What follows belongs to an exercise in optimizing a design on an open flow for small area and few clock cycles per item; a production flow would make more cautious choices. The RTL was checked by simulation tests, not by an equivalence proof against the original design. No activity file was given, so power comes from the tool's default toggle rates.

**run.sh**
```bash
#!/bin/bash
# synth_recipe.tcl (not shown) runs the flow's synth.tcl, then flattens the netlist and writes it again
# the make line also repeats each setting of config.mk as NAME=value (left out here)
make -C /OpenROAD-flow-scripts/flow DESIGN_CONFIG=/design/flow/config.mk WORK_HOME=/design/flow/orfs CLKGATE_MAP_FILE= SYNTH_SCRIPT=/design/flow/synth_recipe.tcl finish
```
**config.mk**
```make
export PLATFORM = sky130hd
export DESIGN_NAME = range_negotiation_ack_barrier_unit
export DESIGN_NICKNAME = range_negotiation_ack_barrier_unit
export VERILOG_FILES = /design/flow/design.v
export SDC_FILE = /design/flow/constraint.sdc
export NUM_CORES = 4
export LEC_CHECK = 0
export CAP_MARGIN = 20
export CORE_MARGIN = 2
export CORE_UTILIZATION = 40
export SLEW_MARGIN = 20
```
**design.v**
```verilog
`timescale 1ns / 1ps
package rnab_pkg;
    localparam int SRC_W   = 8;
    localparam int ROUND_W = 32;
    localparam int PADDR_W = 3;
    localparam int PDATA_W = 32;
    localparam int RANK_W  = 7;
endpackage
`timescale 1ns / 1ps
module rnab_cfg (
    input  logic                          clk,
    input  logic                          rst_n,
    input  logic                          psel,
    input  logic                          penable,
    input  logic                          pwrite,
    input  logic [rnab_pkg::PADDR_W-1:0]  paddr,
    input  logic [rnab_pkg::PDATA_W-1:0]  pwdata,
    output logic [rnab_pkg::PDATA_W-1:0]  prdata,
    output logic                          pready,
    output logic [rnab_pkg::RANK_W-1:0]   rank_total
);
    assign pready = 1'b1;
    assign prdata = paddr[2] ? '0 : rnab_pkg::PDATA_W'(rank_total);
    always_ff @(posedge clk or negedge rst_n)
    begin
        if (!rst_n)
            rank_total <= rnab_pkg::RANK_W'(1);
        else if (psel && penable && pwrite && !paddr[2])
            rank_total <= pwdata[rnab_pkg::RANK_W-1:0];
    end
endmodule
`timescale 1ns / 1ps
module rnab_core (
    input  logic                          clk,
    input  logic                          rst_n,
    input  logic                          clean,
    input  logic                          take,
    input  logic                          bump,
    input  logic [1:0]                    action,
    input  logic [rnab_pkg::SRC_W-1:0]    sender,
    input  logic [rnab_pkg::ROUND_W-1:0]  msg_round,
    input  logic [rnab_pkg::RANK_W-1:0]   rank_total,
    output logic [2:0]                    kind,
    output logic [2:0]                    err,
    output logic                          two,
    output logic [1:0]                    phase,
    output logic [1:0]                    prev_phase,
    output logic [rnab_pkg::ROUND_W-1:0]  pivot_round,
    output logic [rnab_pkg::ROUND_W-1:0]  ack_round
);
    localparam logic [1:0] P_INIT   = 2'd0;
    localparam logic [1:0] P_READY  = 2'd1;
    localparam logic [1:0] P_RENEGO = 2'd2;
    localparam logic [1:0] P_ACK    = 2'd3;
    localparam logic [2:0] K_PIVOTS  = 3'd0;
    localparam logic [2:0] K_ACKS    = 3'd1;
    localparam logic [2:0] K_RELEASE = 3'd2;
    localparam logic [2:0] K_NONE    = 3'd3;
    localparam logic [2:0] K_ERROR   = 3'd4;
    logic [5:0]                    resp;
    logic                          sel;
    logic [6:0]                    n_eff;
    logic                          bad;
    logic                          renego;
    logic [6:0]                    resp_inc;
    logic                          pivot_done;
    logic [rnab_pkg::ROUND_W-1:0]  ack_round_inc;
    logic                          to_next;
    logic                          is_now;
    logic                          marked;
    logic [6:0]                    cnt_now;
    logic                          complete;
    logic [1:0]  phase_d;
    logic [1:0]  prev_d;
    logic        resp_ld;
    logic        pr_inc;
    logic        ar_inc;
    logic        set_en;
    logic        swap;
    assign n_eff      = rank_total[6] ? 7'd64 : rank_total;
    assign bad        = (sender >= {1'b0, n_eff});
    assign renego     = (phase == P_RENEGO);
    assign resp_inc   = renego ? {1'b0, resp} + 7'd1 : 7'd1;
    assign pivot_done = (resp_inc >= n_eff);
    assign ack_round_inc = ack_round + 1'b1;
    assign to_next       = (msg_round == ack_round_inc);
    assign is_now        = (msg_round == ack_round);
    assign complete      = to_next ? (cnt_now >= n_eff) : ({1'b0, cnt_now} + 8'd1 >= {1'b0, n_eff});
    rnab_fifo u_maps (
        .clk     (clk),
        .rst_n   (rst_n),
        .clean   (clean),
        .sel     (sel),
        .to_next (to_next),
        .idx     (sender[5:0]),
        .set_en  (set_en),
        .swap    (swap),
        .marked  (marked),
        .cnt_now (cnt_now)
    );
    always_comb
    begin
        kind    = K_NONE;
        err     = 3'd0;
        two     = 1'b0;
        phase_d = phase;
        prev_d  = prev_phase;
        resp_ld = 1'b0;
        pr_inc  = 1'b0;
        ar_inc  = 1'b0;
        set_en  = 1'b0;
        swap    = 1'b0;
        case (action)
            2'd0:
            begin
                if (!phase[1])
                begin
                    prev_d  = phase;
                    phase_d = P_RENEGO;
                    resp_ld = 1'b1;
                    kind    = K_PIVOTS;
                end
            end
            2'd1:
            begin
                if (msg_round != pivot_round)
                begin
                    kind = K_ERROR;
                    err  = 3'd1;
                end
                else if (bad)
                begin
                    kind = K_ERROR;
                    err  = 3'd3;
                end
                else
                begin
                    resp_ld = 1'b1;
                    if (!renego)
                    begin
                        prev_d  = phase;
                        phase_d = P_RENEGO;
                        kind    = K_PIVOTS;
                    end
                    if (pivot_done)
                    begin
                        prev_d  = P_RENEGO;
                        phase_d = P_ACK;
                        if (!renego)
                            two = 1'b1;
                        else
                        begin
                            kind   = K_ACKS;
                            pr_inc = 1'b1;
                        end
                    end
                end
            end
            2'd2:
            begin
                if (!to_next && !is_now)
                begin
                    kind = K_ERROR;
                    err  = 3'd2;
                end
                else if (bad)
                begin
                    kind = K_ERROR;
                    err  = 3'd3;
                end
                else if (marked)
                begin
                    kind = K_ERROR;
                    err  = 3'd4;
                end
                else if (complete && !phase[1])
                begin
                    kind = K_ERROR;
                    err  = 3'd5;
                end
                else if (complete)
                begin
                    swap   = 1'b1;
                    set_en = to_next;
                    ar_inc = 1'b1;
                    if (phase == P_ACK)
                    begin
                        prev_d  = P_ACK;
                        phase_d = P_READY;
                        kind    = K_RELEASE;
                    end
                end
                else
                    set_en = 1'b1;
            end
            default:
            begin
                if (renego)
                begin
                    kind = K_ERROR;
                    err  = 3'd6;
                end
                else
                    phase_d = P_INIT;
            end
        endcase
        if (!take)
        begin
            resp_ld = 1'b0;
            pr_inc  = 1'b0;
            ar_inc  = 1'b0;
            set_en  = 1'b0;
            swap    = 1'b0;
        end
    end
    always_ff @(posedge clk or negedge rst_n)
    begin
        if (!rst_n)
        begin
            phase       <= P_INIT;
            prev_phase  <= P_INIT;
            resp        <= '0;
            pivot_round <= '0;
            ack_round   <= '0;
            sel         <= 1'b0;
        end
        else
        begin
            if (take)
            begin
                phase      <= phase_d;
                prev_phase <= prev_d;
            end
            if (resp_ld)
                resp <= (action == 2'd0) ? 6'd0 : resp_inc[5:0];
            if (pr_inc || bump)
                pivot_round <= pivot_round + 1'b1;
            if (ar_inc)
                ack_round <= ack_round_inc;
            if (swap)
                sel <= !sel;
        end
    end
endmodule
`timescale 1ns / 1ps
module rnab_fifo (
    input  logic        clk,
    input  logic        rst_n,
    input  logic        clean,
    input  logic        sel,
    input  logic        to_next,
    input  logic [5:0]  idx,
    input  logic        set_en,
    input  logic        swap,
    output logic        marked,
    output logic [6:0]  cnt_now
);
    logic [63:0] bank_a;
    logic [63:0] bank_b;
    logic [6:0]  cnt_a;
    logic [6:0]  cnt_b;
    logic [63:0] onehot;
    logic        tgt_b;
    logic        keep_a;
    logic        keep_b;
    logic        set_a;
    logic        set_b;
    assign tgt_b   = sel ^ to_next;
    assign onehot  = 64'd1 << idx;
    assign marked  = tgt_b ? bank_b[idx] : bank_a[idx];
    assign cnt_now = sel ? cnt_b : cnt_a;
    assign keep_a = clean && !(swap && !sel);
    assign keep_b = clean && !(swap && sel);
    assign set_a  = set_en && !tgt_b;
    assign set_b  = set_en && tgt_b;
    always_ff @(posedge clk)
    begin
        bank_a <= (bank_a & {64{keep_a}}) | (onehot & {64{set_a}});
        bank_b <= (bank_b & {64{keep_b}}) | (onehot & {64{set_b}});
    end
    always_ff @(posedge clk or negedge rst_n)
    begin
        if (!rst_n)
        begin
            cnt_a <= '0;
            cnt_b <= '0;
        end
        else
        begin
            if (swap && !sel)
                cnt_a <= '0;
            else if (set_a)
                cnt_a <= cnt_a + 1'b1;
            if (swap && sel)
                cnt_b <= '0;
            else if (set_b)
                cnt_b <= cnt_b + 1'b1;
        end
    end
endmodule
`timescale 1ns / 1ps
module range_negotiation_ack_barrier_unit (
    input  logic                          clk,
    input  logic                          rst_n,
    input  logic                          in_valid,
    output logic                          in_ready,
    input  logic [1:0]                    action,
    input  logic [rnab_pkg::SRC_W-1:0]    sender,
    input  logic [rnab_pkg::ROUND_W-1:0]  msg_round,
    output logic                          out_valid,
    input  logic                          out_ready,
    output logic [2:0]                    kind,
    output logic [2:0]                    error_code,
    output logic [rnab_pkg::ROUND_W-1:0]  round,
    output logic [1:0]                    phase,
    output logic [1:0]                    prev_phase,
    output logic                          last,
    input  logic                          psel,
    input  logic                          penable,
    input  logic                          pwrite,
    input  logic [rnab_pkg::PADDR_W-1:0]  paddr,
    input  logic [rnab_pkg::PDATA_W-1:0]  pwdata,
    output logic [rnab_pkg::PDATA_W-1:0]  prdata,
    output logic                          pready
);
    logic [rnab_pkg::RANK_W-1:0]   rank_total;
    logic                          clean;
    logic                          pend2;
    logic                          take;
    logic                          bump;
    logic [2:0]                    kind_c;
    logic [2:0]                    err_c;
    logic                          two_c;
    logic [rnab_pkg::ROUND_W-1:0]  pivot_round;
    logic [rnab_pkg::ROUND_W-1:0]  ack_round;
    assign in_ready = clean && !pend2 && (!out_valid || out_ready);
    assign take     = in_valid && in_ready;
    assign bump     = pend2 && out_ready;
    rnab_cfg u_cfg (
        .clk        (clk),
        .rst_n      (rst_n),
        .psel       (psel),
        .penable    (penable),
        .pwrite     (pwrite),
        .paddr      (paddr),
        .pwdata     (pwdata),
        .prdata     (prdata),
        .pready     (pready),
        .rank_total (rank_total)
    );
    rnab_core u_core (
        .clk         (clk),
        .rst_n       (rst_n),
        .clean       (clean),
        .take        (take),
        .bump        (bump),
        .action      (action),
        .sender      (sender),
        .msg_round   (msg_round),
        .rank_total  (rank_total),
        .kind        (kind_c),
        .err         (err_c),
        .two         (two_c),
        .phase       (phase),
        .prev_phase  (prev_phase),
        .pivot_round (pivot_round),
        .ack_round   (ack_round)
    );
    always_ff @(posedge clk or negedge rst_n)
    begin
        if (!rst_n)
        begin
            clean     <= 1'b0;
            out_valid <= 1'b0;
            pend2     <= 1'b0;
        end
        else
        begin
            clean <= 1'b1;
            if (take)
            begin
                out_valid <= 1'b1;
                pend2     <= two_c;
            end
            else if (out_ready)
            begin
                out_valid <= pend2;
                pend2     <= 1'b0;
            end
        end
    end
    always_ff @(posedge clk)
    begin
        if (take)
        begin
            kind       <= kind_c;
            error_code <= err_c;
        end
        else if (bump)
            kind <= 3'd1;
    end
    assign last  = !pend2;
    assign round = (kind == 3'd0) ? pivot_round :
                   (kind == 3'd1) ? ack_round : '0;
endmodule
```
**constraint.sdc**
```tcl
create_clock -name core_clock -period 6.5 [get_ports {clk}]
set_input_delay 1.3000 -clock core_clock [delete_from_list [all_inputs] [get_ports {clk}]]
set_output_delay 1.3000 -clock core_clock [all_outputs]
set_load 0.01 [all_outputs]
```
==> metrics.csv, run 1 <==
stage;metric;value;unit
finish;final non-filler cell area;15700;sq um
setup_path;worst path cell trace;clkdlybuf4s50_1 -> xor2_1 -> o2111a_1 -> nor2_1 -> a2111o_1 -> or4_4 -> or4_4 -> nor3_2 -> o311a_1 -> a22oi_1 -> a311oi_1 -> a22o_1 -> nand3_1 -> buf_12 -> or3_1 -> nand2_1;
clocking;Hold Buf Count CTS;0;
placed_design;pre-CTS WS;0.293;ns
route;wire per inst;18.1;um
yosys;Syn Area/Cell;9.32;sq um
setup_path;CP endpoint kind;flop;
power;PwrDens;219;nW/um^2
setup_path;slowest stage delay, CP;0.56;ns
route;vias post-DR;10912;
timing;clk_skew;0.0115;ns
clocking;clock sinks;233;
yosys;number of synthesized flops with an enable pin;6;
clocking;CTS Buffer Depth;3;
route;Post-Route WL;36100;um
hold_path;HP Class;reg -> reg;
clocking;H-tree Lvls;1;
timing;endpoints failing setup;0;
clocking;clk slew on worst S/H paths;0.06;ns
timing;fmax;174;MHz
global_routing;Total GRT Usage;20.3;%
die;die height;188;um
global_routing;antenna violations before repair;0;
yosys;asr flop ratio synth;42.5;%
placed_design;post-DP HPWL;25600;um
setup_path;Crit Path Class;in -> reg;
route;DRC;0;
route;initial DRC count;743;
timing;Tmin final;5.73;ns
setup_path;Critical Path AT;6.21;ns
clocking;Post-CTS Setup Bufs;0;
route;Via density;5.46;
yosys;mapped cell area;13500;sq um
timing;slew at the pin closest to its max-slew limit;0.944;ns
placed_design;Final GP Congestion;0.891;
finish;Post-Route Utilization;46.8;%
setup_path;Most common cell on crit path;or4_4;
timing;RSZ-0062 raised after global routing;false;
yosys;Seq/Total Area, Yosys;38.5;%
global_routing;global-route wire length before repair;58400;um
status;outcome;no timing/DRC/antenna violations;
route;antenna-violating nets left;0;
power;Pleak;0.00629;uW
job;max-cap viol count;0;
setup_path;critical path fanouts, max;26;
die;Core ar.;33400;sq um
placed_design;DP Area;14800;sq um
setup_path;required time worst endpoint;6.98;ns
finish;Final Non-Filler Cells;1997;
yosys;#FFs+latches synth;233;
global_routing;largest net degree at the start of global routing;72;
die;Die ar.;35400;sq um
timing;Rel. slew slack;37.0;%
timing;Slew Limit Fails;0;
placed_design;Placed Cells;1947;
setup_path;crit path launch type;primary input;
clocking;TritonCTS clock tree;built;
die;Die W;188;um
setup_path;Slowest-stage cell, CP;or4_4;
power;maximum VDD drop;187;uV
clocking;Root Driver;clkbuf_16;
finish;proportion of layout cells with a drive suffix above 1;10.1;%
clocking;Post-CTS Resized;0;
timing;TNS Setup;0;ns
yosys;Yosys cell types;85;
clocking;TritonCTS Buffers;27;
yosys;cell count after synthesis;1454;
global_routing;grt ovf;0;
clocking;worst skew pair latency;0.54;ns
global_routing;number of global-route vias before repair;10648;
timing;Final Hold Fails;0;
die;cell row count;67;
finish;synth-to-layout area growth;15.7;%
yosys;Main synth FF type;dfxtp_1;
route;DR pass1 iterations;5;
finish;n_diodes;0;
finish;most frequent cells in the layout;nand2_1 (205), dfxtp_1 (128), o21ai_1 (106);
finish;layout net count;1650;
timing;fin crit share;88.2;%
finish;commonest non-fill, non-tap cell in the layout;nand2_1;
yosys;Yosys warning count;4;
placed_design;Port Buffers;108;
timing;post-route worst setup slack;0.768;ns
die;IO Count;162;
die;Starting Density;40.5;%
-- cells in the mapped netlist, types with 29 or more instances --
cell type	number	area (sq um)
nor2_1	71	267
o21ai_1	106	531
mux4_2	32	721
xnor2_1	62	543
xor2_1	96	841
ha_1	38	475
o21ai_0	51	255
nand2_1	205	769
clkbuf_1	35	131
dfrtp_1	98	2450
nand3_1	56	280
nor3_1	29	145
a22o_1	33	289
nand4_1	30	188
dfxtp_1	128	2560
-- per-stage QoR --
step           hold WS, ns  total power [uW]
2_1_floorplan        0.419              1800
3_3_place_gp         0.430              1960
5_1_grt              0.459              3570
6_report             0.445              3420
3_5_place_dp         0.440              1960
4_1_cts              0.448              3450
-- power by group --
part           leakage [uW]  switching [uW]  internal, uW  total (uW)
clock              0.000436             622           868        1490
combinational       0.00343             253           185         439
sequential          0.00242            24.0          1470        1500
total               0.00629             900          2530        3420
-- worst max-delay path: cells and delay by family --
| kind | cells | cell delay (ns) |
|---|---|---|
| simple gates | 7 | 2.22 |
| buf+inv | 2 | 0.82 |
| compound gates | 6 | 1.49 |
| xor+xnor | 1 | 0.37 |
-- layer usage --
| metal | track usage (%) | part of all wire (%) | up-vias |
|---|---|---|---|
| met2 | 32.4 | 45 | 319 |
| met3 | 2.51 | 5.1 | 79 |
| met5 | 0 | 0 | - |
| met1 | 28.3 | 46 | 5242 |
| met4 | 7.66 | 3.7 | 0 |
| li1 | - | - | 5272 |
-- sequential cells by signal, summed over array words and instances (netlist names) --
name	flops
u_cfg.rank_total	7
u_core.resp	6
kind	3
pend2	1
u_core.u_maps.cnt_a	7
out_valid	1
u_core.phase	2
u_core.sel	1
error_code	3
u_core.ack_round	32
u_core.u_maps.bank_b	64
u_core.u_maps.cnt_b	7
u_core.prev_phase	2
clean	1
u_core.pivot_round	32
u_core.u_maps.bank_a	64
-- area by class of cell --
type | instances | area, sq um
Tap cell | 448 | 561
Inverter | 21 | 78.8
Sequential cell | 233 | 5220
Multi-Input combinational cell | 1112 | 7640
Clock buffer | 35 | 767
Timing Repair Buffer | 133 | 1290
Clock inverter | 15 | 101
Fill cell | 3161 | 17800
-- path summary, 6_finish.rpt --
kind	cells past startpoint	to	from	slack, ns
worst min register to register	2	u_core.u_maps.bank_b[50]	u_core.u_maps.bank_b[50]	0.44
worst max register to register	16	u_core.ack_round[20]	u_core.ack_round[0]	0.84
worst min-delay path	2	u_core.u_maps.bank_b[50]	u_core.u_maps.bank_b[50]	0.44
max in group asynchronous	2	u_cfg.rank_total[5]	rst_n	4.53
min in group asynchronous	1	u_core.pivot_round[26]	rst_n	0.68
worst max-delay path	16	u_core.ack_round[20]	msg_round[9]	0.77
-- kinds of logic after synthesis --
group,after synthesis,synth area share (%)
simple gates,530,19.8
compound gates,287,13.6
flops,233,38.5
xor+xnor,158,10.2
buf+inv,134,5.82
mux,72,8.50
fa+ha+maj,38,3.51
other cells,2,0.0554
Testbench counts, summed over its fixed seeds: cycles 64,320, items 64,000.
==> run 2, diff against run 1 <==
--- a/config.mk
+++ b/config.mk
@@ -8,4 +8,6 @@
 export CAP_MARGIN = 20
 export CORE_MARGIN = 2
 export CORE_UTILIZATION = 40
+export CTS_BUF_LIST = sky130_fd_sc_hd__clkbuf_4
+export CTS_CLUSTER_SIZE = 40
 export SLEW_MARGIN = 20
==> run 2 against run 1 <==
Fmax up 2.4%. First-iteration DRC count down 0.13%. Routed wire length up 1.5%. Cell count up 3.7%. Clock power down 3%. Non-clock buffer count unchanged. Utilization up 0.097 points. Combinational power about the same. Clock-buffer cell count up 72. Largest power group unchanged.
==> metrics.csv, run 2 <==
stage;metric;value;unit;change
timing;Slew Limit Fails;0;;unchanged
yosys;Yosys cell types;85;;unchanged
yosys;Yosys top cell by area;dfxtp_1;;
route;Via density;5.43;;-0.64%
clocking;clk slew on worst S/H paths;0.06;ns;about the same
yosys;synth cell count leaders;nand2_1 (205), dfxtp_1 (128), o21ai_1 (106), dfrtp_1 (98), xor2_1 (96);;
yosys;mapped cell area;13500;sq um;unchanged
timing;Rel. slew slack;36.5;%;-0.51 points
setup_path;crit path launch type;flop;;
route;wire per inst;17.7;um;-2.0%
setup_path;Slowest-stage cell, CP;or4_1;;
global_routing;number of global-route vias before repair;11007;;+3.4%
die;cell row count;67;;unchanged
timing;fmax;179;MHz;+2.4%
yosys;number of synthesized flops with an enable pin;6;;unchanged
finish;multi-input logic area;7640;sq um;unchanged
route;initial DRC count;742;;-0.13%
placed_design;post-DP HPWL;25600;um;unchanged
timing;TNS Setup;0;ns;unchanged
placed_design;Port Buffers;108;;unchanged
finish;FF+latch area;5220;sq um;unchanged
setup_path;Worst Reg2Reg Path Length in Cells;16;;unchanged
global_routing;global-route wire length before repair;59100;um;+1.2%
placed_design;Placed Cells;1947;;unchanged
yosys;Syn Area/Cell;9.32;sq um;unchanged
yosys;top cell type's share of synthesized area;18.9;%;unchanged
finish;most frequent cells in the layout;nand2_1 (205), dfxtp_1 (128), clkbuf_4 (107);;
clocking;H-tree Lvls;3;;+2
die;Die ar.;35400;sq um;unchanged
yosys;Main synth FF type;dfxtp_1;;
setup_path;Critical Path AT;6.22;ns;about the same
yosys;asr flop ratio synth;42.5;%;unchanged
setup_path;required time worst endpoint;7.12;ns;+0.14 ns
yosys;Yosys warning count;4;;unchanged
finish;layout net count;1691;;+2.5%
timing;fin crit share;86.1;%;-2.1 points
timing;RSZ-0062 raised after global routing;false;;
finish;synth-to-layout area growth;15.9;%;
route;Post-Route WL;36700;um;+1.5%
setup_path;worst path cell trace;ha_1 -> nand3_1 -> or4_1 -> nor2_1 -> xnor2_1 -> o2111ai_1 -> nor4_2 -> a21oi_1 -> o21ai_0 -> or2_2 -> a311oi_1 -> a22o_1 -> nand3_1 -> buf_12 -> nor3_1 -> xor2_1;;
yosys;Seq/Total Area, Yosys;38.5;%;unchanged
setup_path;slowest stage delay, CP;0.76;ns;+0.20 ns
power;Pleak;0.00639;uW;+1.6%
route;vias post-DR;11238;;+3.0%
die;Starting Density;40.5;%;unchanged
timing;Tmin final;5.60;ns;-0.134 ns
clocking;clock sinks;233;;unchanged
hold_path;HP Class;reg -> reg;;
clocking;Hold Buf Count CTS;0;;unchanged
status;outcome;no timing/DRC/antenna violations;;
setup_path;CP endpoint kind;flop;;
yosys;cell count after synthesis;1454;;unchanged
yosys;largest cells by area after synthesis;dfxtp_1 (19%), dfrtp_1 (18%), xor2_1 (6.2%);;
finish;Post-Route Utilization;46.9;%;+0.097 points
clocking;Post-CTS Setup Bufs;0;;unchanged
setup_path;Crit Path Class;reg -> reg;;
yosys;#FFs+latches synth;233;;unchanged
placed_design;Final GP Congestion;0.891;;unchanged
yosys;top-count cell post-synth;nand2_1;;
clocking;TritonCTS clock tree;built;;
timing;clk_skew;0.0594;ns;+0.0479 ns
global_routing;grt ovf;0;;unchanged
finish;Final Non-Filler Cells;2070;;+3.7%
global_routing;largest net degree at the start of global routing;72;;unchanged
timing;Final Hold Fails;0;;unchanged
power;maximum VDD drop;163;uV;-13%
route;DR pass1 iterations;5;;unchanged
power;PwrDens;216;nW/um^2;-1.4%
route;antenna-violating nets left;0;;unchanged
die;Core ar.;33400;sq um;unchanged
global_routing;antenna violations before repair;1;;+1
hold_path;hold-critical path depth;2;;unchanged
job;max-cap viol count;0;;unchanged
die;IO Count;162;;unchanged
clocking;TritonCTS Buffers;68;;+150%
clocking;worst skew pair latency;0.73;ns;+0.19 ns
die;die height;188;um;unchanged
timing;endpoints failing setup;0;;unchanged
clocking;Post-CTS Resized;0;;unchanged
finish;biggest registers after layout;u_core.u_maps.bank_a: 64 flops, u_core.u_maps.bank_b: 64 flops;;
finish;proportion of layout cells with a drive suffix above 1;14.1;%;+4.1 points
setup_path;critical path fanouts, max;26;;unchanged
clocking;Root Driver;clkbuf_4;;
timing;slew at the pin closest to its max-slew limit;0.952;ns;+0.00758 ns
die;Die W;188;um;unchanged
clocking;CTS Buffer Depth;3;;unchanged
finish;Filler Cell Count;3206;;+1.4%
route;DRC;0;;unchanged
global_routing;Total GRT Usage;20.8;%;+0.50 points
setup_path;Most common cell on crit path;nand3_1;;
setup_path;R2R setup slack;0.90;ns;+0.06 ns
finish;commonest non-fill, non-tap cell in the layout;nand2_1;;
==> run 2: cell counts after synthesis <==
No cell type changed its count.
==> run 2: layer usage <==
layer / vias up / wire length, um / GRT usage (%)
li1: 5411 / - / -
met1: 5378 / 16400 / 27.8
met2: 369 / 16800 / 33.0
met3: 80 / 2310 / 4.15
met4: 0 / 1130 / 8.75
met5: - / 0 / 0
==> run 2: cell families (layout without fill, tap and decap cells) <==
kind of cell | count (synthesis) | in the layout | synth area share (%)
buffers and inverters | 134 | 276 | 5.82
other | 2 | 28 | 0.0554
AND/OR/NAND/NOR | 530 | 530 | 19.8
XOR/XNOR | 158 | 158 | 10.2
flip-flops | 233 | 233 | 38.5
multiplexers | 72 | 72 | 8.50
adder cells (fa/ha/maj) | 38 | 38 | 3.51
AO/OA/AOI/OAI | 287 | 287 | 13.6
==> run 2: critical path, delay by kind of cell, from the launching register on <==
| kind | cells | cell delay, ns |
|---|---|---|
| buffers and inverters | 1 | 0.27 |
| flip-flops | 1 | 0.48 |
| adder cells (fa/ha/maj) | 1 | 0.29 |
| AND/OR/NAND/NOR | 7 | 2.24 |
| XOR/XNOR | 2 | 0.25 |
| AO/OA/AOI/OAI | 5 | 1.96 |
==> run 2: layout make-up <==
| class | instances | share of cell area (%) |
|---|---|---|
| inverter | 21 | 0.502 |
| clock buffer | 107 | 5.12 |
| clock inverter | 15 | 0.606 |
| multi-input combinational | 1112 | 48.7 |
| sequential | 233 | 33.3 |
| antenna | 1 | 0.0159 |
| timing repair buffer | 133 | 8.24 |
| tap | 448 | 3.57 |
==> run 2: worst paths after layout <==
path,from,end
max,u_core.ack_round[0],u_core.ack_round[22]
max reg2reg,u_core.ack_round[0],u_core.ack_round[22]
min,u_core.u_maps.bank_a[9],u_core.u_maps.bank_a[9]
min in group asynchronous,rst_n,u_core.ack_round[20]
max in group asynchronous,rst_n,u_core.resp[2]
min reg2reg,u_core.u_maps.bank_a[9],u_core.u_maps.bank_a[9]
==> run 2: power by group <==
group | internal (uW) | switching [uW] | total, uW
Clock | 787 | 664 | 1450
Combinational | 185 | 253 | 439
Sequential | 1470 | 24.0 | 1490
==> run 2: metrics by stage <==
step | worst slack, ns | area [sq um] | hold slack, ns | total power (uW)
floorplan | 0.779 | 13600 | 0.419 | 1800
global placement | 0.331 | 14800 | 0.430 | 1960
detailed placement | 0.293 | 14800 | 0.440 | 1960
CTS | 0.897 | 15700 | 0.449 | 3440
global route | 0.413 | 15700 | 0.459 | 3560
finish | 0.902 | 15700 | 0.445 | 3380
==> run 3, diff against run 2 <==
==> flow/run.sh (new file) <==
#!/bin/bash
# Standard layout, with two changes: port buffers use the smallest buffer
# (buf_1) and clock tree synthesis uses small clock buffers without dummy loads.
set -euo pipefail
export BUFFER_PORTS_ARGS="-buffer_cell sky130_fd_sc_hd__buf_1"
export CTS_ARGS="-sink_clustering_enable -repair_clock_nets -dont_use_dummy_load -buf_list sky130_fd_sc_hd__clkbuf_4"
bash standard.sh > standard_make.log 2>&1
==> standard.sh (new file) <==
#!/bin/bash
# synth_recipe.tcl (not shown) runs the flow's synth.tcl, then flattens the netlist and writes it again
# the make line also repeats each setting of config.mk as NAME=value (left out here)
make -C /OpenROAD-flow-scripts/flow DESIGN_CONFIG=/design/flow/config.mk WORK_HOME=/design/flow/orfs CLKGATE_MAP_FILE= SYNTH_SCRIPT=/design/flow/synth_recipe.tcl "${@:-finish}"
--- a/config.mk
+++ b/config.mk
@@ -5,9 +5,8 @@
 export SDC_FILE = /design/flow/constraint.sdc
 export NUM_CORES = 4
 export LEC_CHECK = 0
-export CAP_MARGIN = 20
+export CAP_MARGIN = 0
 export CORE_MARGIN = 2
 export CORE_UTILIZATION = 40
-export CTS_BUF_LIST = sky130_fd_sc_hd__clkbuf_4
-export CTS_CLUSTER_SIZE = 40
-export SLEW_MARGIN = 20
+export GPL_TIMING_DRIVEN = 0
+export SLEW_MARGIN = 0
removed: run.sh
==> run 3 against run 2 <==
Clock-buffer cell count fell by 40. Fmax fell by 7.0%. Total power fell by 13%. Clock skew fell by 0.016 ns. First-iteration DRC count rose by 12%. Die area did not move. Routed wire length rose by 2.9%. Clock power fell by about 30%. Setup slack got worse by 0.42 ns. Sequential share of layout area rose by 1.2 points. Utilization fell by 1.6 points. Largest cell class unchanged.
==> metrics.csv, run 3 <==
stage;metric;value;unit;change
global_routing;largest net degree at the start of global routing;38;;-47%
finish;layout net count;1778;;+5.1%
setup_path;crit path launch type;primary input;;
timing;slew at the pin closest to its max-slew limit;1.06;ns;+0.112 ns
setup_path;critical path fanouts, max;10;;-62%
die;cell row count;67;;unchanged
yosys;Yosys cell types;85;;unchanged
clocking;clock sinks;233;;unchanged
timing;RSZ-0062 raised after global routing;false;;
setup_path;Slowest-stage cell, CP;a211oi_1;;
power;NetSw;839;uW;-11%
die;Die ar.;35400;sq um;unchanged
die;Core ar.;33400;sq um;unchanged
finish;Filler Cell Count;3326;;+3.7%
die;die height;188;um;unchanged
power;PwrDens;194;nW/um^2;-10%
timing;Slew Limit Fails;0;;unchanged
hold_path;HP Class;reg -> reg;;
yosys;Main synth FF type;dfxtp_1;;
timing;Tmin final;6.02;ns;+0.420 ns
route;DR pass1 iterations;5;;unchanged
timing;fmax;166;MHz;-7.0%
setup_path;worst path cell trace;clkbuf_2 -> buf_2 -> inv_1 -> ha_1 -> nand2b_1 -> a21o_1 -> a21o_1 -> a21o_1 -> a21o_1 -> a21o_1 -> a211oi_1 -> o21ai_0 -> nor3_1 -> clkbuf_1 -> nand2_1 -> and3b_1 -> buf_6 -> nand3_4 -> buf_6 -> o21ai_1;;
global_routing;routing usage on met1;28.5;%;+0.75 points
finish;commonest non-fill, non-tap cell in the layout;nand2_1;;
global_routing;number of global-route vias before repair;11104;;+0.88%
yosys;top cell type's share of synthesized area;18.9;%;unchanged
clocking;worst skew pair latency;0.69;ns;-0.04 ns
power;share of total power in combinational logic;14.3;%;+1.3 points
die;IO Count;162;;unchanged
timing;clk_skew;0.0431;ns;-0.0163 ns
power;Clk network pwr share;34.8;%;-8.1 points
power;Pleak;0.00620;uW;-3.0%
finish;synth-to-layout area growth;12.0;%;
route;antenna-violating nets left;0;;unchanged
yosys;mapped cell area;13500;sq um;unchanged
setup_path;slowest stage delay, CP;0.51;ns;-0.25 ns
setup_path;CP endpoint kind;flop;;
yosys;Syn Area/Cell;9.32;sq um;unchanged
power;Internal Power;2100;uW;-14%
route;vias post-DR;11332;;+0.84%
global_routing;antenna violations before repair;1;;unchanged
clocking;CTS Buffer Depth;3;;unchanged
yosys;largest cells by area after synthesis;dfxtp_1 (19%), dfrtp_1 (18%), xor2_1 (6.2%);;
route;wire per inst;18.0;um;+1.3%
status;outcome;no timing/DRC/antenna violations;;
clocking;clk slew on worst S/H paths;0.05;ns;about the same
setup_path;Crit Path Class;in -> reg;;
route;Post-Route WL;37800;um;+2.9%
timing;endpoints failing setup;0;;unchanged
yosys;Seq/Total Area, Yosys;38.5;%;unchanged
setup_path;Most common cell on crit path;a21o_1;;
setup_path;CP top delay family;compound AO/OA/AOI/OAI gates;;
clocking;TritonCTS clock tree;built;;
clocking;Root Driver;clkbuf_4;;
power;sequential power share;50.9;%;+6.7 points
finish;biggest registers after layout;u_core.u_maps.bank_a: 64 flops, u_core.u_maps.bank_b: 64 flops;;
power;switching share of power;28.6;%;+0.75 points
yosys;cell count after synthesis;1454;;unchanged
global_routing;grt ovf;0;;unchanged
die;Starting Density;40.5;%;unchanged
placed_design;DP Area;14700;sq um;-0.97%
finish;proportion of layout cells with a drive suffix above 1;13.8;%;-0.34 points
timing;Rel. slew slack;29.1;%;-7.5 points
job;max-cap viol count;0;;unchanged
yosys;synth cell count leaders;nand2_1 (205), dfxtp_1 (128), o21ai_1 (106), dfrtp_1 (98), xor2_1 (96);;
yosys;#FFs+latches synth;233;;unchanged
timing;Final Hold Fails;0;;unchanged
setup_path;Bufs and invs on worst path;6;;+5
placed_design;Port Buffers;105;;-2.8%
die;Die W;188;um;unchanged
placed_design;Final GP Congestion;0.892;;+0.18%
clocking;TritonCTS Buffers;67;;-1.5%
finish;most frequent cells in the layout;nand2_1 (205), dfxtp_1 (128), buf_1 (110);;
global_routing;met2 Usage GRT;34.1;%;+1.1 points
yosys;Yosys top cell by area;dfxtp_1;;
timing;TNS Setup;0;ns;unchanged
placed_design;post-DP HPWL;28400;um;+11%
route;DRC;0;;unchanged
yosys;top-count cell post-synth;nand2_1;;
clocking;H-tree Lvls;3;;unchanged
setup_path;required time worst endpoint;7.08;ns;-0.04 ns
timing;fin crit share;92.6;%;+6.5 points
yosys;asr flop ratio synth;42.5;%;unchanged
yosys;number of synthesized flops with an enable pin;6;;unchanged
global_routing;Total GRT Usage;21.5;%;+0.68 points
global_routing;global-route wire length before repair;60700;um;+2.6%
yosys;Yosys warning count;4;;unchanged
clocking;Hold Buf Count CTS;0;;unchanged
route;initial DRC count;833;;+12%
route;Via density;5.39;;-0.75%
setup_path;Critical Path AT;6.60;ns;+0.38 ns
global_routing;GRT Max-Usage Layer;met2;;
finish;final non-filler cell area;15200;sq um;-3.4%
power;maximum VDD drop;145;uV;-11%
global_routing;grt met3 use;4.36;%;+0.21 points
[run 3: cell counts after synthesis]
No cell type changed its count.
[run 3: power by group through the flow]
stage	registers (uW)	logic, uW	clock network [uW]
global route	1500	469	1140
floorplan	1520	276	0
CTS	1500	422	1060
global placement	1520	412	0
finish	1500	421	1020
detailed placement	1520	420	0
[run 3: through the flow]
step / utilization [%] / instances / hold slack, ns / setup WS [ns] / total power [uW]
2_1_floorplan: - / 1479 / 0.419 / 0.779 / 1800
3_3_place_gp: 43.6 / 2032 / 0.428 / -0.629 / 1940
3_5_place_dp: 43.8 / 2035 / 0.438 / -0.655 / 1940
4_1_cts: 45.3 / 2102 / 0.447 / 0.0186 / 2980
5_1_grt: 45.3 / 2103 / 0.463 / 0.0761 / 3100
6_report: 45.3 / 2103 / 0.445 / 0.482 / 2940
[run 3: logic make-up (layout without fill, tap and decap cells)]
group           count (synthesis)  after routing  share of synthesized area [%]
fa+ha+maj                      38             38                           3.51
flops                         233            233                           38.5
buf+inv                       134            309                           5.82
other cells                     2             28                         0.0554
simple gates                  530            530                           19.8
compound gates                287            287                           13.6
xor+xnor                      158            158                           10.2
mux                            72             72                           8.50
[run 3: tightest hold or removal path, stage by stage, from the launching register on]
cell     delay (ns)
dfxtp_1        0.30
nand2_1        0.05
o21ai_1        0.05
[run 3: timing repair]
| action | in CTS | in global routing |
|---|---|---|
| buffers inserted | 0 | 0 |
| gates resized for setup | 0 | 4 |
| hold endpoints to repair | 0 | 0 |
| setup endpoints to repair | 0 | 132 |
[run 3: layer usage]
metal	routed length, um	part of all wire [%]
met5	0	0
met4	1440	3.8
met3	1980	5.2
met2	17200	45
met1	17200	46
[run 3: layout make-up]
class	count	area (sq um)	share of cell area [%]
Antenna cell	1	2.50	0.0165
Buffer	113	711	4.69
Clock buffer	67	503	3.32
Inverter	21	78.8	0.520
Multi-Input combinational cell	1112	7630	50.3
Sequential cell	233	5220	34.4
Tap cell	448	561	3.70
Timing Repair Buffer	108	455	3.00
[run 3: worst paths after layout]
check	start	end	slack, ns	cells past startpoint
max in group asynchronous	rst_n	u_cfg.rank_total[0]	5.03	3
min in group asynchronous	rst_n	u_core.pivot_round[16]	0.57	1
worst min register to register	u_core.u_maps.bank_b[36]	u_core.u_maps.bank_b[36]	0.44	2
worst max register to register	u_core.ack_round[0]	u_core.u_maps.bank_a[31]	0.55	18
worst min-delay path	u_core.u_maps.bank_b[36]	u_core.u_maps.bank_b[36]	0.44	2
worst max-delay path	sender[0]	u_core.u_maps.bank_a[31]	0.48	20
==> run 4, diff against run 3 <==
--- a/design.v
+++ b/design.v
@@ -33,7 +33,6 @@
 module rnab_core (
     input  logic                          clk,
     input  logic                          rst_n,
-    input  logic                          clean,
     input  logic                          take,
     input  logic                          bump,
     input  logic [1:0]                    action,
@@ -89,7 +88,6 @@
     rnab_fifo u_maps (
         .clk     (clk),
         .rst_n   (rst_n),
-        .clean   (clean),
         .sel     (sel),
         .to_next (to_next),
         .idx     (sender[5:0]),
@@ -246,7 +244,6 @@
 module rnab_fifo (
     input  logic        clk,
     input  logic        rst_n,
-    input  logic        clean,
     input  logic        sel,
     input  logic        to_next,
     input  logic [5:0]  idx,
@@ -260,23 +257,23 @@
     logic [6:0]  cnt_a;
     logic [6:0]  cnt_b;
     logic [63:0] onehot;
+    logic [63:0] onehot_s;
     logic        tgt_b;
-    logic        keep_a;
-    logic        keep_b;
+    logic        clr_a;
+    logic        clr_b;
     logic        set_a;
     logic        set_b;
     assign tgt_b   = sel ^ to_next;
     assign onehot  = 64'd1 << idx;
-    assign marked  = tgt_b ? bank_b[idx] : bank_a[idx];
+    assign onehot_s = {64{set_en}} & onehot;
+    assign marked  = tgt_b ? (bank_b[idx] && !clr_b) : (bank_a[idx] && !clr_a);
     assign cnt_now = sel ? cnt_b : cnt_a;
-    assign keep_a = clean && !(swap && !sel);
-    assign keep_b = clean && !(swap && sel);
     assign set_a  = set_en && !tgt_b;
     assign set_b  = set_en && tgt_b;
     always_ff @(posedge clk)
     begin
-        bank_a <= (bank_a & {64{keep_a}}) | (onehot & {64{set_a}});
-        bank_b <= (bank_b & {64{keep_b}}) | (onehot & {64{set_b}});
+        bank_a <= (bank_a & {64{!clr_a}}) | (onehot_s & {64{!tgt_b}});
+        bank_b <= (bank_b & {64{!clr_b}}) | (onehot_s & {64{tgt_b}});
     end
     always_ff @(posedge clk or negedge rst_n)
     begin
@@ -284,9 +281,13 @@
         begin
             cnt_a <= '0;
             cnt_b <= '0;
+            clr_a <= 1'b1;
+            clr_b <= 1'b1;
         end
         else
         begin
+            clr_a <= swap && !sel;
+            clr_b <= swap && sel;
             if (swap && !sel)
                 cnt_a <= '0;
             else if (set_a)
@@ -324,7 +325,6 @@
     output logic                          pready
 );
     logic [rnab_pkg::RANK_W-1:0]   rank_total;
-    logic                          clean;
     logic                          pend2;
     logic                          take;
     logic                          bump;
@@ -333,7 +333,7 @@
     logic                          two_c;
     logic [rnab_pkg::ROUND_W-1:0]  pivot_round;
     logic [rnab_pkg::ROUND_W-1:0]  ack_round;
-    assign in_ready = clean && !pend2 && (!out_valid || out_ready);
+    assign in_ready = !pend2 && (!out_valid || out_ready);
     assign take     = in_valid && in_ready;
     assign bump     = pend2 && out_ready;
     rnab_cfg u_cfg (
@@ -351,7 +351,6 @@
     rnab_core u_core (
         .clk         (clk),
         .rst_n       (rst_n),
-        .clean       (clean),
         .take        (take),
         .bump        (bump),
         .action      (action),
@@ -370,13 +369,11 @@
     begin
         if (!rst_n)
         begin
-            clean     <= 1'b0;
             out_valid <= 1'b0;
             pend2     <= 1'b0;
         end
         else
         begin
-            clean <= 1'b1;
             if (take)
             begin
                 out_valid <= 1'b1;
==> flow/run.sh (replaced) <==
#!/bin/bash
# Standard layout with area-oriented changes: port buffers use buf_1, clock
# tree synthesis uses small clock buffers without dummy loads, and
# non-critical cells are downsized after global routing (power recovery).
set -euo pipefail
export RECOVER_POWER=100
export BUFFER_PORTS_ARGS="-buffer_cell sky130_fd_sc_hd__buf_1"
export CTS_ARGS="-sink_clustering_enable -repair_clock_nets -dont_use_dummy_load -buf_list sky130_fd_sc_hd__clkbuf_4"
bash standard.sh > standard_make.log 2>&1
==> run 4 against run 3 <==
Now fails the layout checks on capacitance limit, slew limit. First-iteration DRC count grew 2.5%. Clock power grew 4%. Utilization shrank 0.28 points. Sequential power is essentially flat. Setup slack gained 0.039 ns. Largest power group unchanged. Highest routed layer unchanged.
==> metrics.csv, run 4 <==
stage;metric;value;unit;change
status;outcome;complete, but fails checks;;
status;Fail Reasons;capacitance limit, slew limit;;
timing;RSZ-0062 raised after global routing;false;;
global_routing;global-route wire length before repair;60700;um;about the same
timing;Tmin final;5.98;ns;-0.0386 ns
route;wire per inst;18.2;um;+1.2%
job;max-cap viol count;3;;+3
die;die height;187;um;-0.40%
setup_path;Crit Path Class;in -> reg;;
route;vias post-DR;11454;;+1.1%
yosys;largest cells by area after synthesis;dfxtp_1 (19%), dfrtp_1 (18%), o22ai_1 (6.1%);;
route;DRC;0;;unchanged
power;Pleak;0.00701;uW;+13%
timing;Slew Limit Fails;105;;+105
finish;Final Non-Filler Cells;2089;;-0.67%
route;Via density;5.48;;+1.8%
power;sequential power share;49.9;%;-1.0 points
global_routing;number of global-route vias before repair;11045;;-0.53%
power;Clk network pwr share;35.0;%;+0.2 points
setup_path;R2R setup slack;1.14;ns;+0.59 ns
timing;clk_skew;0.122;ns;+0.0785 ns
clocking;Hold Buf Count CTS;0;;unchanged
setup_path;Critical Path AT;6.60;ns;about the same
yosys;Yosys top cell by area;dfxtp_1;;
yosys;number of synthesized flops with an enable pin;6;;unchanged
clocking;Root Driver;clkbuf_4;;
yosys;#FFs+latches synth;234;;+0.43%
route;initial DRC count;854;;+2.5%
yosys;Syn Area/Cell;9.35;sq um;+0.35%
timing;Fin Hold WS;0.469;ns;+0.0241 ns
timing;fmax;167;MHz;+0.65%
finish;Filler Cell Count;3335;;+0.27%
setup_path;worst r2r dst;u_core.u_maps.bank_b[53];;
setup_path;crit path launch type;primary input;;
finish;biggest registers after layout;u_core.u_maps.bank_a: 64 flops, u_core.u_maps.bank_b: 64 flops;;
finish;commonest non-fill, non-tap cell in the layout;inv_1;;
clocking;TritonCTS Buffers;70;;+4.5%
global_routing;largest net degree at the start of global routing;38;;unchanged
global_routing;Total GRT Usage;21.7;%;+0.19 points
yosys;asr flop ratio synth;42.7;%;+0.25 points
die;cell row count;67;;unchanged
finish;layout net count;1764;;-0.79%
route;Post-Route WL;38000;um;+0.48%
setup_path;critical path fanouts, max;10;;unchanged
setup_path;critical path endpoint;u_core.u_maps.bank_b[53];;
timing;slew at the pin closest to its max-slew limit;2.15;ns;+1.08 ns
finish;most frequent cells in the layout;inv_1 (153), o22ai_1 (131), dfxtp_1 (128);;
yosys;Yosys cell types;79;;-7.1%
die;Core ar.;33300;sq um;-0.50%
clocking;CTS Buffer Depth;3;;unchanged
timing;fin crit share;92.0;%;-0.59 points
clocking;H-tree Lvls;3;;unchanged
yosys;Yosys warning count;4;;unchanged
clocking;Post-CTS Setup Bufs;0;;unchanged
power;switching share of power;29.3;%;+0.79 points
clocking;TritonCTS clock tree;built;;
yosys;mapped cell area;13400;sq um;-0.82%
die;Die ar.;35100;sq um;-0.80%
setup_path;Worst Reg2Reg Path Length in Cells;14;;-4
route;DR pass1 iterations;7;;+2
placed_design;Placed Cells;2018;;-0.84%
power;share of total power in combinational logic;15.1;%;+0.8 points
clocking;worst skew pair latency;0.75;ns;+0.06 ns
setup_path;R2R Path Start;u_core.ack_round[1];;
placed_design;Final GP Congestion;0.920;;+3.1%
global_routing;antenna violations before repair;1;;unchanged
route;antenna-violating nets left;0;;unchanged
clocking;clock sinks;234;;+0.43%
power;Internal Power;2140;uW;+2.0%
timing;Rel. slew slack;-43.2;%;-72 points
global_routing;grt ovf;0;;unchanged
yosys;cell count after synthesis;1437;;-1.2%
yosys;Seq/Total Area, Yosys;39.1;%;+0.52 points
timing;Final Hold Fails;0;;unchanged
yosys;top cell type's share of synthesized area;19.1;%;+0.16 points
clocking;clk slew on worst S/H paths;0.05;ns;about the same
placed_design;Port Buffers;107;;+1.9%
setup_path;required time worst endpoint;7.12;ns;+0.04 ns
timing;endpoints failing setup;0;;unchanged
hold_path;hold-critical path depth;2;;unchanged
setup_path;CP endpoint kind;flop;;
power;NetSw;890;uW;+6.0%
placed_design;post-DP HPWL;28000;um;-1.4%
finish;proportion of layout cells with a drive suffix above 1;11.2;%;-2.6 points
die;Starting Density;40.4;%;-0.13 points
die;IO Count;162;;unchanged
power;PwrDens;202;nW/um^2;+4.3%
hold_path;HP Class;reg -> reg;;
setup_path;critical path startpoint;sender[0];;
power;maximum VDD drop;126;uV;-13%
finish;synth-to-layout area growth;11.7;%;
yosys;synth cell count leaders;inv_1 (153), o22ai_1 (131), dfxtp_1 (128), nand2_1 (107), dfrtp_1 (97);;
die;Die W;187;um;-0.40%
yosys;top-count cell post-synth;inv_1;;
yosys;Main synth FF type;dfxtp_1;;
[run 4: per-layer routing]
metal  track usage (%)  vias up  part of all wire [%]
li1                  -     5498                     -
met1              29.3     5407                    44
met2              33.9      457                    45
met3              4.62       92                   7.1
met4              8.79        0                   3.1
met5                 0        -                     0
[run 4: area by class of cell]
class	count	area [sq um]	share of cell area, %
clock buffers	70	526	3.50
multi-input cells	963	7110	47.4
inverters	153	574	3.83
well taps	448	561	3.74
repair buffers	109	409	2.73
flip-flops and latches	234	5250	35.0
diodes	1	2.50	0.0167
plain buffers	111	567	3.78
[run 4: critical path, cell delays in order]
cell,delay (ns)
buf_1,0.12
clkbuf_1,0.72
clkbuf_2,0.54
inv_1,0.25
ha_1,0.33
nand2b_1,0.14
a21o_1,0.18
a21o_1,0.19
a21o_1,0.18
a21oi_1,0.33
o21ai_0,0.39
a2111oi_4,0.56
clkbuf_1,0.51
nand3_2,0.34
clkbuf_2,0.32
o22ai_1,0.17
[run 4: how the worst min path moves through the flow]
stage                             startpoint                       end  slack [ns]
global placement    u_core.u_maps.bank_b[44]  u_core.u_maps.bank_b[44]        0.45
floorplan           u_core.u_maps.bank_a[10]  u_core.u_maps.bank_a[10]        0.45
global route        u_core.u_maps.bank_b[37]  u_core.u_maps.bank_b[37]        0.49
CTS                 u_core.u_maps.bank_b[10]  u_core.u_maps.bank_b[10]        0.47
detailed placement  u_core.u_maps.bank_b[10]  u_core.u_maps.bank_b[10]        0.46
finish              u_core.u_maps.bank_a[10]  u_core.u_maps.bank_a[10]        0.47
[run 4: logic make-up after synthesis]
kind of cell	Yosys count	synth area share, %
DFF	234	39.1
xor gates and xnor gates	147	9.58
other	2	0.0559
muxes	70	8.37
buffers and inverters	264	8.61
adders and majority gates	38	3.54
and+or+nand+nor	395	15.9
AOI/OAI and AO/OA	287	14.9
[run 4: what timing repair did]
item                                    4_1_cts  5_1_grt
endpoints found under the setup margin        4       15
resized for setup                             3        1
pin swaps                                     0        0
[run 4: per-stage QoR]
| stage | worst slack, ns | utilization (%) | instance area (sq um) | setup TNS, ns | power [uW] |
|---|---|---|---|---|---|
| 6_report | 0.520 | 45.1 | 15000 | 0 | 3030 |
| 5_1_grt | 0.154 | 45.1 | 15000 | 0 | 3200 |
| 4_1_cts | 0.247 | 45.3 | 15100 | 0 | 3080 |
| 3_5_place_dp | -0.770 | 43.7 | 14500 | -38.52 | 2000 |
| 3_3_place_gp | -1.22 | 43.5 | 14500 | -86.34 | 1990 |
| 2_1_floorplan | 1.11 | - | 13500 | 0 | 1840 |
[run 4: power by group through the flow]
stage / clock [uW] / sequential, uW / combinational [uW]
after global routing: 1170 / 1520 / 512
final: 1060 / 1510 / 457
after global placement: 0 / 1540 / 449
after detailed placement: 0 / 1540 / 456
after floorplan: 0 / 1540 / 301
after CTS: 1100 / 1510 / 461
Testbench counts of run 4, summed over its fixed seeds: cycles 64,320, items 64,000.
==> run 5, diff against run 4 <==
==> flow/run.sh (replaced) <==
#!/bin/bash
# Standard layout with area-oriented changes: port buffers use buf_1 and
# clock tree synthesis uses clusters of sinks under single small clock
# buffers, without dummy loads.
set -euo pipefail
export BUFFER_PORTS_ARGS="-buffer_cell sky130_fd_sc_hd__buf_1"
export CTS_ARGS="-sink_clustering_enable -repair_clock_nets -dont_use_dummy_load -buf_list sky130_fd_sc_hd__clkbuf_8 -sink_clustering_size 20 -sink_clustering_max_diameter 60"
bash standard.sh > standard_make.log 2>&1
==> run 5 against run 4 <==
The run now finishes clean. Final area decreased by 0.89%. Area after synthesis unchanged. Routed wire length decreased by 1.3%. Hold slack improved by 0.0021 ns. Via count decreased by 3.0%. Die area unchanged.
==> metrics.csv, run 5 <==
stage;metric;value;unit;change
yosys;asr flop ratio synth;42.7;%;unchanged
clocking;CTS Buffer Depth;3;;unchanged
status;outcome;no timing/DRC/antenna violations;;
global_routing;grt ovf;0;;unchanged
placed_design;Final GP Congestion;0.920;;unchanged
clocking;TritonCTS Buffers;23;;-67%
timing;RSZ-0062 raised after global routing;false;;
timing;Final Hold Fails;0;;unchanged
global_routing;largest net degree at the start of global routing;38;;unchanged
clocking;Post-CTS Setup Bufs;0;;unchanged
yosys;synth cell count leaders;inv_1 (153), o22ai_1 (131), dfxtp_1 (128), nand2_1 (107), dfrtp_1 (97);;
clocking;Hold Buf Count CTS;0;;unchanged
placed_design;DP Area;14500;sq um;unchanged
finish;Final Non-Filler Cells;2041;;-2.3%
placed_design;Port Buffers;107;;unchanged
setup_path;Critical Path AT;6.39;ns;-0.21 ns
clocking;TritonCTS clock tree;built;;
setup_path;Crit Path Class;in -> reg;;
hold_path;hold-critical path depth;2;;unchanged
yosys;mapped cell area;13400;sq um;unchanged
clocking;worst skew pair latency;0.59;ns;-0.16 ns
route;DR pass1 iterations;5;;-2
setup_path;R2R setup slack;1.34;ns;+0.20 ns
finish;layout net count;1717;;-2.7%
placed_design;Placed Cells;2018;;unchanged
die;die height;187;um;unchanged
finish;FF+latch area;5250;sq um;unchanged
finish;most frequent cells in the layout;inv_1 (153), o22ai_1 (131), dfxtp_1 (128);;
global_routing;global-route wire length before repair;59700;um;-1.6%
setup_path;Slowest-stage cell, CP;clkdlybuf4s15_1;;
setup_path;slowest stage delay, CP;0.71;ns;about the same
hold_path;HP Start;u_core.u_maps.bank_a[45];;
finish;n_diodes;0;;-1
yosys;top cell type's share of synthesized area;19.1;%;unchanged
die;cell row count;67;;unchanged
timing;endpoints failing setup;0;;unchanged
clocking;clk slew on worst S/H paths;0.07;ns;+0.02 ns
finish;multi-input logic area;7130;sq um;+0.30%
route;initial DRC count;737;;-14%
setup_path;worst path cell trace;buf_1 -> clkdlybuf4s15_1 -> clkbuf_2 -> inv_1 -> ha_1 -> nand2b_1 -> a21o_1 -> a21o_1 -> a21o_1 -> a21oi_1 -> o2111ai_1 -> o31ai_4 -> and4_1 -> clkbuf_1 -> nand3_1 -> xnor2_1;;
finish;commonest non-fill, non-tap cell in the layout;inv_1;;
setup_path;crit path launch type;primary input;;
finish;final non-filler cell area;14900;sq um;-0.89%
timing;clk_skew;0.0910;ns;-0.0307 ns
finish;synth-to-layout area growth;10.7;%;
timing;Rel. slew slack;20.7;%;+64 points
yosys;Syn Area/Cell;9.35;sq um;unchanged
timing;Tmin final;6.01;ns;+0.0255 ns
die;Die ar.;35100;sq um;unchanged
yosys;Seq/Total Area, Yosys;39.1;%;unchanged
timing;fmax;167;MHz;-0.43%
setup_path;required time worst endpoint;6.88;ns;-0.24 ns
yosys;#FFs+latches synth;234;;unchanged
timing;slew at the pin closest to its max-slew limit;1.18;ns;-0.968 ns
die;IO Count;162;;unchanged
power;maximum VDD drop;140;uV;+11%
route;vias post-DR;11105;;-3.0%
setup_path;Worst Reg2Reg Path Length in Cells;13;;-1
placed_design;post-DP HPWL;28000;um;unchanged
yosys;Main synth FF type;dfxtp_1;;
die;Starting Density;40.4;%;unchanged
route;Post-Route WL;37500;um;-1.3%
setup_path;Most common cell on crit path;a21o_1;;
yosys;Yosys top cell by area;dfxtp_1;;
yosys;Yosys warning count;4;;unchanged
setup_path;CP endpoint kind;flop;;
yosys;number of synthesized flops with an enable pin;6;;unchanged
route;Via density;5.44;;-0.77%
power;PwrDens;187;nW/um^2;-7.6%
setup_path;CP top delay family;buffers and inverters;;
clocking;clock sinks;234;;unchanged
setup_path;critical path fanouts, max;10;;unchanged
setup_path;R2R Path Start;u_core.ack_round[1];;
clocking;Root Driver;clkbuf_8;;
route;wire per inst;18.3;um;+0.98%
hold_path;HP Class;reg -> reg;;
hold_path;WHS Endpoint;u_core.u_maps.bank_a[45];;
die;Core ar.;33300;sq um;unchanged
finish;biggest registers after layout;u_core.u_maps.bank_a: 64 flops, u_core.u_maps.bank_b: 64 flops;;
job;max-cap viol count;0;;-3
clocking;H-tree Lvls;1;;-2
yosys;top-count cell post-synth;inv_1;;
global_routing;antenna violations before repair;0;;-1
global_routing;number of global-route vias before repair;10686;;-3.3%
yosys;Yosys cell types;79;;unchanged
yosys;cell count after synthesis;1437;;unchanged
timing;fin crit share;92.4;%;+0.39 points
finish;Filler Cell Count;3323;;-0.36%
yosys;largest cells by area after synthesis;dfxtp_1 (19%), dfrtp_1 (18%), o22ai_1 (6.1%);;
power;Pleak;0.00690;uW;-1.5%
global_routing;Total GRT Usage;21.1;%;-0.62 points
route;antenna-violating nets left;0;;unchanged
timing;Slew Limit Fails;0;;-100%
die;Die W;187;um;unchanged
route;DRC;0;;unchanged
power;Tot Pwr;2780;uW;-8.4%
setup_path;worst r2r dst;u_core.u_maps.bank_b[47];;
finish;proportion of layout cells with a drive suffix above 1;9.92;%;-1.3 points
setup_path;Bufs and invs on worst path;5;;-1
==> run 5: cell types whose count changed in the layout (fill, tap and decap cells not counted), moves of 3 or more <==
cell / delta
clkbuf_4: -70
clkbuf_8: +23
clkbuf_1: -16
buf_2: +9
and2_0: -3
and2_1: +3
buf_1: +3
nand2_1: -3
nand2_2: +3
==> run 5: repair_timing <==
action	4_1_cts	5_1_grt
resized for setup	3	1
gates cloned	0	0
setup endpoints to repair	10	22
==> run 5: kinds of logic after synthesis <==
family,count (synthesis),synth area share [%]
other cells,2,0.0559
fa+ha+maj,38,3.54
flops,234,39.1
compound gates,287,14.9
mux,70,8.37
simple gates,395,15.9
xor+xnor,147,9.58
buf+inv,264,8.61
==> run 5: final cells by class <==
| class | count | area share [%] |
|---|---|---|
| Multi-Input combinational cell | 963 | 48.0 |
| Timing Repair Buffer | 109 | 2.98 |
| Buffer | 111 | 3.96 |
| Tap cell | 448 | 3.77 |
| Sequential cell | 234 | 35.3 |
| Clock buffer | 23 | 2.13 |
| Inverter | 153 | 3.86 |
==> run 5: report_power, final <==
| group | internal, uW | total, uW | switching (uW) |
|---|---|---|---|
| clock | 315 | 805 | 490 |
| combinational | 172 | 461 | 289 |
| sequential | 1480 | 1510 | 27.5 |
==> run 5: worst max path at each step <==
| stage | start | endpoint | slack, ns | cells past startpoint |
|---|---|---|---|---|
| after global placement | sender[0] | u_core.pivot_round[9] | -1.22 | 16 |
| after CTS | sender[0] | u_core.pivot_round[13] | 0.07 | 16 |
| after global routing | sender[0] | u_core.pivot_round[13] | 0.14 | 16 |
| after floorplan | sender[0] | u_core.pivot_round[9] | 1.11 | 15 |
| final | sender[0] | u_core.pivot_round[13] | 0.49 | 16 |
| after detailed placement | sender[0] | u_core.pivot_round[9] | -0.77 | 16 |
==> run 5: metrics by stage <==
stage	hold slack, ns	setup WS [ns]	util (%)	setup TNS (ns)
2_1_floorplan	0.449	1.11	-	0
3_3_place_gp	0.455	-1.22	43.5	-86.34
3_5_place_dp	0.461	-0.770	43.7	-38.52
4_1_cts	0.475	0.0674	44.7	0
5_1_grt	0.491	0.139	44.7	0
6_report	0.471	0.495	44.7	0
==> run 5: metal layers <==
metal / GRT usage, % / part of all wire (%) / up-vias / wire length [um]
li1: - / - / 5387 / -
met1: 29.6 / 46 / 5277 / 17000
met2: 33.5 / 45 / 373 / 16900
met3: 3.13 / 6.5 / 68 / 2420
met4: 6.62 / 3.0 / 0 / 1120
met5: 0 / 0 / - / 0
==> run 5: worst register-to-register path, cell delays in order, from the launching register on <==
cell and delay, ns:
dfrtp_1 0.51, ha_1 0.31, nand3_1 0.17, nor3_1 0.33, clkbuf_1 0.45, a21boi_0 0.16, nor4_1 0.46, nand4_1 0.23
or4b_1 0.62, buf_2 0.20, a2111oi_4 0.53, nand4_1 0.44, clkbuf_1 0.47, o22ai_1 0.23
==> run 6, diff against run 5 <==
==> flow/run.sh (replaced) <==
#!/bin/bash
# Standard layout with area-oriented changes: port buffers use buf_1 and
# clock tree synthesis uses clusters of sinks under single small clock
# buffers, without dummy loads. Buffers added by ABC are removed at floorplan.
set -euo pipefail
export REMOVE_ABC_BUFFERS=1
export BUFFER_PORTS_ARGS="-buffer_cell sky130_fd_sc_hd__buf_1"
export CTS_ARGS="-sink_clustering_enable -repair_clock_nets -dont_use_dummy_load -buf_list sky130_fd_sc_hd__clkbuf_8 -sink_clustering_size 20 -sink_clustering_max_diameter 60"
bash standard.sh > standard_make.log 2>&1
==> run 6 against run 5 <==
Still clean. Utilization decreased by 1.5 points. Die area unchanged. Clock power decreased by 2%. Critical endpoint is now u_core.u_maps.bank_b[39]. Highest routed layer unchanged.
==> metrics.csv, run 6 <==
stage;metric;value;unit;change
clocking;TritonCTS clock tree;built;;
setup_path;Critical Path AT;6.44;ns;+0.05 ns
setup_path;Crit Path Class;in -> reg;;
setup_path;Worst Reg2Reg Path Length in Cells;10;;-3
global_routing;global-route wire length before repair;57200;um;-4.2%
setup_path;critical path startpoint;sender[0];;
status;outcome;no timing/DRC/antenna violations;;
yosys;Syn Area/Cell;9.35;sq um;unchanged
clocking;H-tree Lvls;1;;unchanged
setup_path;R2R Path Start;u_core.ack_round[0];;
timing;Tmin final;6.00;ns;-0.00767 ns
placed_design;DP Area;14100;sq um;-3.3%
global_routing;grt ovf;0;;unchanged
die;cell row count;67;;unchanged
clocking;TritonCTS Buffers;23;;unchanged
finish;Post-Route Utilization;43.2;%;-1.5 points
die;Starting Density;40.4;%;unchanged
yosys;Seq/Total Area, Yosys;39.1;%;unchanged
global_routing;largest net degree at the start of global routing;68;;+79%
yosys;Main synth FF type;dfxtp_1;;
yosys;mapped cell area;13400;sq um;unchanged
yosys;#FFs+latches synth;234;;unchanged
timing;Fin Hold WS;0.473;ns;+0.00196 ns
power;Tot Pwr;2740;uW;-1.3%
power;PwrDens;191;nW/um^2;+2.0%
yosys;Yosys top cell by area;dfxtp_1;;
die;die height;187;um;unchanged
route;Post-Route WL;35400;um;-5.5%
setup_path;required time worst endpoint;6.94;ns;+0.06 ns
die;Die ar.;35100;sq um;unchanged
yosys;Yosys warning count;4;;unchanged
setup_path;critical path endpoint;u_core.u_maps.bank_b[39];;
die;IO Count;162;;unchanged
finish;n_diodes;0;;unchanged
hold_path;HP Class;reg -> reg;;
setup_path;CP endpoint kind;flop;;
clocking;CTS Buffer Depth;3;;unchanged
yosys;number of synthesized flops with an enable pin;6;;unchanged
setup_path;crit path launch type;primary input;;
yosys;synth cell count leaders;inv_1 (153), o22ai_1 (131), dfxtp_1 (128), nand2_1 (107), dfrtp_1 (97);;
clocking;worst skew pair latency;0.60;ns;about the same
finish;Filler Cell Count;3328;;+0.15%
timing;Slew Limit Fails;0;;unchanged
yosys;asr flop ratio synth;42.7;%;unchanged
timing;endpoints failing setup;0;;unchanged
global_routing;Total GRT Usage;20.0;%;-1.1 points
global_routing;number of global-route vias before repair;10438;;-2.3%
yosys;largest cells by area after synthesis;dfxtp_1 (19%), dfrtp_1 (18%), o22ai_1 (6.1%);;
timing;fmax;167;MHz;+0.13%
placed_design;Final GP Congestion;0.897;;-2.5%
route;Via density;5.53;;+1.7%
route;antenna-violating nets left;0;;unchanged
clocking;clk slew on worst S/H paths;0.08;ns;about the same
timing;clk_skew;0.113;ns;+0.0222 ns
timing;Rel. slew slack;15.5;%;-5.2 points
clocking;Root Driver;clkbuf_8;;
yosys;top cell type's share of synthesized area;19.1;%;unchanged
timing;RSZ-0062 raised after global routing;false;;
setup_path;worst r2r dst;u_core.u_maps.bank_b[39];;
finish;synth-to-layout area growth;7.01;%;
global_routing;antenna violations before repair;0;;unchanged
finish;biggest registers after layout;u_core.u_maps.bank_a: 64 flops, u_core.u_maps.bank_b: 64 flops;;
yosys;Yosys cell types;79;;unchanged
finish;final non-filler cell area;14400;sq um;-3.3%
finish;most frequent cells in the layout;inv_1 (153), o22ai_1 (131), dfxtp_1 (128);;
route;initial DRC count;872;;+18%
finish;proportion of layout cells with a drive suffix above 1;7.52;%;-2.4 points
route;vias post-DR;10720;;-3.5%
setup_path;R2R setup slack;0.69;ns;-0.65 ns
die;Die W;187;um;unchanged
timing;Final Hold Fails;0;;unchanged
route;wire per inst;18.3;um;-0.47%
route;DR pass1 iterations;5;;unchanged
clocking;clock sinks;234;;unchanged
clocking;Post-CTS Setup Bufs;0;;unchanged
placed_design;Port Buffers;108;;+0.93%
yosys;cell count after synthesis;1437;;unchanged
job;max-cap viol count;0;;unchanged
power;maximum VDD drop;173;uV;+24%
placed_design;post-DP HPWL;25700;um;-8.1%
finish;layout net count;1614;;-6.0%
timing;slew at the pin closest to its max-slew limit;1.27;ns;+0.0867 ns
finish;commonest non-fill, non-tap cell in the layout;inv_1;;
power;Pleak;0.00659;uW;-4.5%
yosys;top-count cell post-synth;inv_1;;
timing;fin crit share;92.3;%;-0.12 points
setup_path;critical path fanouts, max;29;;+19
die;Core ar.;33300;sq um;unchanged
route;DRC;0;;unchanged
## run 6: cell counts after synthesis
No cell type changed its count.
## run 6: cell families after synthesis
family / synth area share, %
AO/OA/AOI/OAI: 14.9
XOR/XNOR: 9.58
adder cells (fa/ha/maj): 3.54
buffers and inverters: 8.61
flip-flops: 39.1
multiplexers: 8.37
other: 0.0559
AND/OR/NAND/NOR: 15.9
## run 6: layout make-up
cell class | instances | area (sq um) | area share [%]
Clock buffer | 23 | 317 | 2.20
Inverter | 153 | 574 | 3.99
Multi-Input combinational cell | 963 | 7150 | 49.7
Sequential cell | 234 | 5250 | 36.5
Tap cell | 448 | 561 | 3.90
Timing Repair Buffer | 117 | 529 | 3.68
## run 6: through the flow
stage | TNS [ns] | setup slack, ns | std cells
global placement | -211.53 | -1.34 | 1906
detailed placement | -3.79 | -0.254 | 1915
CTS | 0 | 0.215 | 1938
floorplan | 0 | 1.61 | 1350
finish | 0 | 0.502 | 1938
global route | 0 | 0.0873 | 1938
## run 6: critical path, cell delays in order
cell       delay, ns
buf_2           0.68
inv_1           0.36
ha_1            0.37
nand2b_1        0.14
a21o_1          0.17
a21o_1          0.17
a21o_1          0.18
a21oi_1         0.39
o21ai_0         0.40
a2111oi_4       0.89
nand4_1         0.99
o22ai_1         0.38
## run 6: how the worst min path moves through the flow
stage,startpoint,to,slack [ns],cells after the start
floorplan,u_core.u_maps.bank_a[10],u_core.u_maps.bank_a[10],0.45,2
finish,u_core.u_maps.bank_b[11],u_core.u_maps.bank_b[11],0.47,2
detailed placement,u_core.u_maps.bank_b[11],u_core.u_maps.bank_b[11],0.46,2
CTS,u_core.u_maps.bank_a[19],u_core.u_maps.bank_a[19],0.47,2
global placement,u_core.u_maps.bank_a[37],u_core.u_maps.bank_a[37],0.45,2
global route,u_core.u_maps.bank_a[16],u_core.u_maps.bank_a[16],0.49,2
## run 6: metal layers
| metal | track usage, % | share of wire, % | vias up |
|---|---|---|---|
| met5 | 0 | 0 | - |
| met4 | 6.32 | 3.3 | 0 |
| met3 | 2.65 | 5.1 | 66 |
| met2 | 33.0 | 46 | 314 |
| met1 | 27.2 | 45 | 5152 |
| li1 | - | - | 5188 |
## run 6: report_power, final
part	internal (uW)	switching (uW)
Clock	314	472
Sequential	1480	33.5
Combinational	162	276
## run 6: timing repair
item,4_1_cts,5_1_grt
resized for setup,0,2
setup endpoints to repair,0,42
hold buffers,0,0

==> what the ideal ports hide <==
In the flow no input, the clock included, has a driving cell. The finished layouts below were timed again as built, in two steps.
Step 1 sets driving cells, clkbuf_16 on the clock port and buf_2 on the other inputs (assumed; they add their load-dependent delay and slew).
Step 2 adds t to the input delays and takes it off the output delays; t is the mean of the earliest and latest rising clock arrival at the registers after step 1. Input paths then give back, and output paths get back, about the clock's delay inside the block.
Slacks: ideal ports / drivers / drivers and shift; pairs: ideal ports / drivers.
| run | t (ns) | setup slack, ns | clock arrival spread, ns | slew at the worst register clock pin (ns) | worst slew at a driven data input, ns |
|---|---|---|---|---|---|
| run 1 | 0.591 | 0.768 / 0.789 / 0.198 | 0.012 / 0.012 | 0.06 / 0.06 | 0.06 |
| run 2 | 0.742 | 0.902 / 0.902 / 0.232 | 0.059 / 0.059 | 0.07 / 0.07 | 0.06 |
| run 3 | 0.720 | 0.482 / 0.507 / -0.213 | 0.045 / 0.045 | 0.07 / 0.07 | 0.04 |
| run 4 | 0.732 | 0.520 / 0.540 / -0.191 | 0.122 / 0.121 | 0.07 / 0.07 | 0.03 |
| run 5 | 0.587 | 0.495 / 0.517 / -0.069 | 0.091 / 0.091 | 0.11 / 0.11 | 0.04 |
| run 6 | 0.592 | 0.502 / 0.519 / -0.073 | 0.114 / 0.114 | 0.12 / 0.12 | 0.05 |
For run 4, which loses most, drivers alone change the setup slack by +0.020 ns; drivers and shift together by -0.711 ns.
